This is an optimization exercise on Yosys and OpenROAD, whose aim is small area, not a production implementation. In this exercise RTL edits were held to simulation tests only and were not proved equivalent to the original. Power and IR drop assume default switching activity.

== nickel ==
==> flow/design.v (excerpt) <==
module regfile_multiport
#(
  parameter int DATA_W  = regfile_pkg::DATA_W_DEF,
  parameter int ADDR_W  = regfile_pkg::ADDR_W_DEF,
  parameter int NUM_RD  = regfile_pkg::NUM_RD_DEF
) (
  input  logic                     clk,
  input  logic                     reset_n,
  input  logic [NUM_RD-1:0]        rd_en,
  input  logic [NUM_RD*ADDR_W-1:0] rd_addr,
  output logic [NUM_RD*DATA_W-1:0] rd_data,
  output logic [NUM_RD-1:0]        rd_valid,
  input  logic                     wr_en,
  input  logic [ADDR_W-1:0]        wr_addr,
  input  logic [DATA_W-1:0]        wr_data,
  input  logic                     clr_req,
  output logic                     busy
);
==> flow/config.mk <==
export PLATFORM = sky130hd
export DESIGN_NAME = regfile_multiport
export DESIGN_NICKNAME = regfile_multiport
export VERILOG_FILES = /design/flow/design.v
export SDC_FILE = /design/flow/constraint.sdc
export NUM_CORES = 4
export LEC_CHECK = 0
export CAP_MARGIN = 20
export CORE_MARGIN = 2
export CORE_UTILIZATION = 40
export PLACE_DENSITY = 0.72
export SLEW_MARGIN = 20
export SYNTH_HIERARCHICAL = 1
export SYNTH_MINIMUM_KEEP_SIZE = 0
export BUFFER_PORTS_ARGS = -buffer_cell sky130_fd_sc_hd__buf_1
export CTS_ARGS = -sink_clustering_enable -repair_clock_nets -dont_use_dummy_load -buf_list "sky130_fd_sc_hd__clkbuf_4" -root_buf sky130_fd_sc_hd__clkbuf_16 -sink_clustering_size 10 -sink_clustering_max_diameter 40
==> flow/constraint.sdc <==
create_clock -name core_clock -period 5.0 [get_ports {clk}]
set_input_delay 1.0000 -clock core_clock [delete_from_list [all_inputs] [get_ports {clk}]]
set_output_delay 1.0000 -clock core_clock [all_outputs]
set_load 0.01 [all_outputs]
standard.sh (not shown) runs the stock make flow with config.mk's settings and CLKGATE_MAP_FILE= SYNTH_SCRIPT=/design/flow/synth_recipe.tcl, a recipe that flattens the netlist after the stock synthesis.
==> flow/flow/run.sh <==
#!/bin/bash
# Standard ORFS layout with two changes: port buffers use the smallest
# buffer cell, and clock tree synthesis uses small leaf buffers over small
# sink clusters and inserts no dummy loads.
set -euo pipefail
cat >> config.mk <<'EOC'
export BUFFER_PORTS_ARGS = -buffer_cell sky130_fd_sc_hd__buf_1
export CTS_ARGS = -sink_clustering_enable -repair_clock_nets -dont_use_dummy_load -buf_list "sky130_fd_sc_hd__clkbuf_4" -root_buf sky130_fd_sc_hd__clkbuf_16 -sink_clustering_size 10 -sink_clustering_max_diameter 40
EOC
bash standard.sh > standard.log 2>&1
Here is what was changed in the inputs of juniper compared with nickel.
Settings: an added GPL_ROUTABILITY_DRIVEN of 0; a change of CTS_ARGS from -sink_clustering_enable -repair_clock_nets -dont_use_dummy_load -buf_list "sky130_fd_sc_hd__clkbuf_4" -root_buf sky130_fd_sc_hd__clkbuf_16 -sink_clustering_size 10 -sink_clustering_max_diameter 40 to -sink_clustering_enable -repair_clock_nets -dont_use_dummy_load -buf_list "sky130_fd_sc_hd__clkbuf_8 sky130_fd_sc_hd__clkbuf_16" -sink_clustering_size 30 -sink_clustering_max_diameter 80; a deleted PLACE_DENSITY that had been 0.72.
==> flow/flow/run.sh <==
#!/bin/bash
# Standard ORFS layout with two changes: port buffers use the smallest
# buffer cell, and clock tree synthesis builds larger sink clusters and
# inserts no dummy loads.
set -euo pipefail
cat >> config.mk <<'EOC'
export BUFFER_PORTS_ARGS = -buffer_cell sky130_fd_sc_hd__buf_1
export CTS_ARGS = -sink_clustering_enable -repair_clock_nets -dont_use_dummy_load -buf_list "sky130_fd_sc_hd__clkbuf_8 sky130_fd_sc_hd__clkbuf_16" -sink_clustering_size 30 -sink_clustering_max_diameter 80
EOC
bash standard.sh > standard.log 2>&1
Results
- Number of post-CTS setup repair buffers came out exactly the same in juniper and nickel.
- Compared with nickel, juniper is the more power-hungry design.
- Actual transition at the worst max-transition pin: higher on juniper
- Between juniper and nickel, it is juniper whose HPWL after detailed placement is higher, by 5700 um.
- Fraction of the core area covered by cells at the end of the flow delta (nickel -> juniper): insignificant
- juniper -> nickel: delay of the slowest critical-path stage flat
Input-level comparison between maple and juniper:
Settings: CORE_UTILIZATION now 45, was 40; SETUP_SLACK_MARGIN now 0.15, previously not set; GPL_ROUTABILITY_DRIVEN no longer set, was 0.
### Flow results
Proportion of layout cells with a drive suffix above 1 was lower in juniper than in maple.
Static leakage: maple vs juniper, no meaningful difference
Re sequential cell count: no difference whatsoever between juniper and maple.
From juniper to maple, count of flip-flops with a built-in enable after synthesis did not move at all.
The combinational power share was comparable across maple and juniper.
Sequential share of layout area delta (juniper -> maple): insignificant
Going from juniper to maple, die height shrank by a few percent.
Changes in willow relative to maple:
Settings: changing CORE_UTILIZATION from 45 to 40; removing SETUP_SLACK_MARGIN (formerly 0.15).
Notes after the runs:
willow against maple: post-synthesis to final-layout area growth shows an increase of 0.65 points; post-layout instance count excluding filler cells now larger; met2 track demand over resource lost 14 points.
Compare willow and maple | highest attainable clock frequency lower: willow
For maple, the cell with the largest stage delay on the worst path was sky130_fd_sc_hd__dfrtp_1, unlike willow, where it was sky130_fd_sc_hd__o22ai_1.
The flow did not stop early for willow: all stages ran, and the layout cleared the timing, design-rule and antenna checks.
[compare] base=maple new=willow: fraction of final layout cells sized beyond drive strength 1 comparable, clock-buffer cell count moved down.

---

== alpha ==
The RTL this note starts from:
==> flow/design.v <==
package regfile_pkg;
  localparam int DATA_W_DEF  = 32;
  localparam int ADDR_W_DEF  = 5;
  localparam int NUM_RD_DEF  = 2;
endpackage
module regfile_rd_bit
#(
  parameter int N = 33
) (
  input  logic [N-1:0] sel,
  input  logic [N-1:0] din,
  output logic         dout
);
  localparam int G = (N + 2) / 3;
  logic [3*G-1:0] s3, d3;
  logic [G-1:0]   grp_n;
  always_comb begin
    s3 = '0;
    d3 = '0;
    s3[N-1:0] = sel;
    d3[N-1:0] = din;
  end
  for (genvar g = 0; g < G; g++) begin : g_grp
    regfile_aoi222 u_aoi (
      .a1(s3[3*g]),   .a2(d3[3*g]),
      .b1(s3[3*g+1]), .b2(d3[3*g+1]),
      .c1(s3[3*g+2]), .c2(d3[3*g+2]),
      .y (grp_n[g])
    );
  end
  assign dout = ~&grp_n;
endmodule
module regfile_aoi222 (
  input  logic a1, a2, b1, b2, c1, c2,
  output logic y
);
  assign y = ~((a1 & a2) | (b1 & b2) | (c1 & c2));
endmodule
module regfile_wr_bit (
  input  logic we,
  input  logic we_n,
  input  logic wd,
  input  logic q,
  output logic d
);
  assign d = (we & wd) | (we_n & q);
endmodule
import regfile_pkg::*;
module regfile_multiport
#(
  parameter int DATA_W  = regfile_pkg::DATA_W_DEF,
  parameter int ADDR_W  = regfile_pkg::ADDR_W_DEF,
  parameter int NUM_RD  = regfile_pkg::NUM_RD_DEF
) (
  input  logic                     clk,
  input  logic                     reset_n,
  input  logic [NUM_RD-1:0]        rd_en,
  input  logic [NUM_RD*ADDR_W-1:0] rd_addr,
  output logic [NUM_RD*DATA_W-1:0] rd_data,
  output logic [NUM_RD-1:0]        rd_valid,
  input  logic                     wr_en,
  input  logic [ADDR_W-1:0]        wr_addr,
  input  logic [DATA_W-1:0]        wr_data,
  input  logic                     clr_req,
  output logic                     busy
);
  localparam int DEPTH = 1 << ADDR_W;
  localparam int NT    = DEPTH + 1;    
  logic [DATA_W-1:0] data_q [DEPTH];
  logic [DATA_W-1:0] data_d [DEPTH];
  logic [DEPTH-1:0]  valid_q, valid_d;
  logic [DEPTH-1:0]  hit, wen, wen_n;
  logic              busy_q;
  logic [ADDR_W-1:0] cnt_q;
  logic              int_we;
  logic [ADDR_W-1:0] int_addr;
  logic [DATA_W-1:0] rd_data_q [NUM_RD];
  logic [DATA_W-1:0] rd_data_d [NUM_RD];
  logic [NUM_RD-1:0] rd_valid_q;
  always_ff @(posedge clk or negedge reset_n) begin
    if (!reset_n) begin
      busy_q <= 1'b0;
      cnt_q  <= '0;
    end else begin
      if (busy_q) begin
        cnt_q <= cnt_q + 1'b1;
        if (&cnt_q) busy_q <= 1'b0;
      end else if (clr_req) begin
        busy_q <= 1'b1;
      end
    end
  end
  assign int_we   = busy_q | (wr_en & (wr_addr != '0));
  assign int_addr = busy_q ? cnt_q : wr_addr;
  always_comb begin
    hit     = '0;
    wen     = '0;
    wen_n   = '1;
    valid_d = '0;
    for (int k = 1; k < DEPTH; k++) begin
      hit[k]     = int_we && (int_addr == k);
      wen[k]     = hit[k] && !busy_q;
      wen_n[k]   = !wen[k];
      valid_d[k] = hit[k] ? !busy_q : valid_q[k];
    end
  end
  always_ff @(posedge clk or negedge reset_n) begin
    if (!reset_n) valid_q <= '0;
    else          valid_q <= valid_d;
  end
  for (genvar k = 1; k < DEPTH; k++) begin : g_row
    for (genvar b = 0; b < DATA_W; b++) begin : g_bit
      regfile_wr_bit u_wr (
        .we  (wen[k]),
        .we_n(wen_n[k]),
        .wd  (wr_data[b]),
        .q   (data_q[k][b]),
        .d   (data_d[k][b])
      );
    end
    always_ff @(posedge clk) data_q[k] <= data_d[k];
  end
  for (genvar i = 0; i < NUM_RD; i++) begin : g_rd
    logic [ADDR_W-1:0] ra;
    logic [NT-1:0]     sel;
    assign ra = rd_addr[i*ADDR_W +: ADDR_W];
    always_comb begin
      sel    = '0;
      sel[0] = !rd_en[i];
      for (int k = 1; k < DEPTH; k++)
        sel[k] = rd_en[i] && (ra == k) && valid_q[k] && !hit[k];
      sel[DEPTH] = rd_en[i] && (ra != '0) && int_we && !busy_q && (int_addr == ra);
    end
    for (genvar b = 0; b < DATA_W; b++) begin : g_bit
      logic [NT-1:0] din;
      always_comb begin
        din        = '0;
        din[0]     = rd_data_q[i][b];
        for (int k = 1; k < DEPTH; k++) din[k] = data_q[k][b];
        din[DEPTH] = wr_data[b];
      end
      regfile_rd_bit #(.N(NT)) u_rd (
        .sel (sel),
        .din (din),
        .dout(rd_data_d[i][b])
      );
    end
  end
  always_ff @(posedge clk or negedge reset_n) begin
    if (!reset_n) begin
      rd_valid_q <= '0;
      for (int i = 0; i < NUM_RD; i++) rd_data_q[i] <= '0;
    end else begin
      rd_valid_q <= rd_en;
      for (int i = 0; i < NUM_RD; i++) rd_data_q[i] <= rd_data_d[i];
    end
  end
  always_comb begin
    for (int i = 0; i < NUM_RD; i++) rd_data[i*DATA_W +: DATA_W] = rd_data_q[i];
  end
  assign rd_valid = rd_valid_q;
  assign busy     = busy_q;
endmodule
export LEC_CHECK = 0
export CAP_MARGIN = 20
export CORE_MARGIN = 2
export CORE_UTILIZATION = 40
export PLACE_DENSITY = 0.72
export SLEW_MARGIN = 20
export SYNTH_HIERARCHICAL = 1
export SYNTH_MINIMUM_KEEP_SIZE = 0
export BUFFER_PORTS_ARGS = -buffer_cell sky130_fd_sc_hd__buf_1
export CTS_ARGS = -sink_clustering_enable -repair_clock_nets -dont_use_dummy_load -buf_list "sky130_fd_sc_hd__clkbuf_8 sky130_fd_sc_hd__clkbuf_16" -sink_clustering_size 30 -sink_clustering_max_diameter 80
create_clock -name core_clock -period 5.0 [get_ports {clk}]
==> flow/flow/run.sh <==
#!/bin/bash
# Standard ORFS layout with two changes: port buffers use the smallest
# buffer cell, and clock tree synthesis builds larger sink clusters and
# inserts no dummy loads.
set -euo pipefail
cat >> config.mk <<'EOC'
export BUFFER_PORTS_ARGS = -buffer_cell sky130_fd_sc_hd__buf_1
export CTS_ARGS = -sink_clustering_enable -repair_clock_nets -dont_use_dummy_load -buf_list "sky130_fd_sc_hd__clkbuf_8 sky130_fd_sc_hd__clkbuf_16" -sink_clustering_size 30 -sink_clustering_max_diameter 80
EOC
bash standard.sh > standard.log 2>&1
Inputs modified between alpha and beta:
Settings: GPL_ROUTABILITY_DRIVEN: unset -> 0; CORE_UTILIZATION: 40 -> 44; SETUP_SLACK_MARGIN: unset -> 0.1.
Results
Compared to alpha, the router laid down less metal wire for beta.
Lower vertical die dimension among beta and alpha: beta
As far as total power is concerned, beta and alpha perform about the same.
Between alpha and beta, the combinational power share does not differ in any meaningful way.
Layout-stage area growth over the synthesis result, beta and alpha, higher one = alpha.
beta reports a lower fraction of final layout cells sized beyond drive strength 1 than alpha does.
Relative to alpha, core utilization increased by 4.5 points in beta.
The setup slack reported for beta is smaller than that of alpha by 400 ps.
Biggest cell delay along the critical path on beta is up relative to alpha.
sky130_fd_sc_hd__dfrtp_1 as the master of the slowest instance on the critical path was reported by beta, and sky130_fd_sc_hd__o21ai_0 by alpha.
Worst slack at placement on beta is up relative to alpha.
In beta, the die area came out 9.0% below the value in alpha.
### beta -> gamma
Settings: clearing GPL_ROUTABILITY_DRIVEN, which used to be 0; clearing PLACE_DENSITY, which used to be 0.72; swapping 44 for 48 in CORE_UTILIZATION; swapping 0.1 for 0.15 in SETUP_SLACK_MARGIN.
[summary]
Summary of the comparison: sequential share of layout area is lower in gamma, relative to beta.
Number of non-clock buffers: gamma > beta
Fraction of registers with async set or reset after synthesis: beta vs gamma identical
In gamma, the detailed-routed wire length on met2 came out about 16% above the value in beta.
Summary of the comparison: number of design-rule violations left by the first detailed-router iteration is lower in gamma, relative to beta.
gamma improves on beta in setup slack.
What delta does differently from gamma at the input level:
Settings: CTS_ARGS now -sink_clustering_enable -repair_clock_nets -dont_use_dummy_load -buf_list "sky130_fd_sc_hd__clkbuf_4" -root_buf sky130_fd_sc_hd__clkbuf_16 -sink_clustering_size 10 -sink_clustering_max_diameter 40, was -sink_clustering_enable -repair_clock_nets -dont_use_dummy_load -buf_list "sky130_fd_sc_hd__clkbuf_8 sky130_fd_sc_hd__clkbuf_16" -sink_clustering_size 30 -sink_clustering_max_diameter 80; CORE_UTILIZATION now 40, was 48; PLACE_DENSITY now 0.82, previously not set; GPL_ROUTABILITY_DRIVEN now 0, previously not set; SETUP_SLACK_MARGIN no longer set, was 0.15.
==> flow/flow/run.sh <==
#!/bin/bash
# Standard ORFS layout with two changes: port buffers use the smallest
# buffer cell, and clock tree synthesis uses small leaf buffers over small
# sink clusters and inserts no dummy loads.
set -euo pipefail
cat >> config.mk <<'EOC'
export BUFFER_PORTS_ARGS = -buffer_cell sky130_fd_sc_hd__buf_1
export CTS_ARGS = -sink_clustering_enable -repair_clock_nets -dont_use_dummy_load -buf_list "sky130_fd_sc_hd__clkbuf_4" -root_buf sky130_fd_sc_hd__clkbuf_16 -sink_clustering_size 10 -sink_clustering_max_diameter 40
EOC
bash standard.sh > standard.log 2>&1
### Flow results
- Compared with gamma, in delta final critical delay including setup and external delays moved down; overall global routing resource usage moved down; largest fanout on the critical path moved down; number of cells in the finished layout apart from fillers moved up; via count moved down.
- On antenna diode count, the higher figure sits with gamma, not delta.
- Of delta and gamma, the run reporting the higher count of cell instances traversed by the critical path was delta.

==> port drivers added, routing unchanged <==
Ports are ideal in the flow. The routed layouts listed here were re-timed in OpenROAD. Step 1: set_driving_cell puts a clkbuf_16 on clk and a buf_2 on each other input, an assumption about the parent block. Step 2 adds t to the input delays and takes it off the output delays; t is the mean of the earliest and latest rising clock arrival at the registers after step 1. Input paths then give back, and output paths get back, about the clock's delay inside the block. a / b / c = no drivers / after step 1 / after step 2; a / b = the first two.
| run | t, ns | setup slack, ns | clock arrival spread, ns |
|---|---|---|---|
| nickel | 0.801 | 0.641 / 0.641 / -0.026 | 0.108 / 0.108 |
| juniper | 0.736 | 0.410 / 0.410 / 0.101 | 0.061 / 0.062 |
| maple | 0.742 | 0.479 / 0.479 / -0.069 | 0.106 / 0.106 |
| willow | 0.717 | 0.462 / 0.462 / 0.074 | 0.067 / 0.067 |
| alpha | 0.710 | 0.563 / 0.563 / -0.093 | 0.054 / 0.055 |
| beta | 0.701 | 0.168 / 0.167 / 0.129 | 0.062 / 0.062 |
| gamma | 0.718 | 0.365 / 0.365 / -0.088 | 0.096 / 0.096 |
| delta | 0.764 | 0.555 / 0.555 / 0.194 | 0.137 / 0.136 |
With both steps, setup timing fails in nickel, maple, alpha and gamma, where it was met with ideal ports. The setup slack of nickel, which loses most, moves by 0.000 ns with the drivers and by -0.667 ns with both steps.
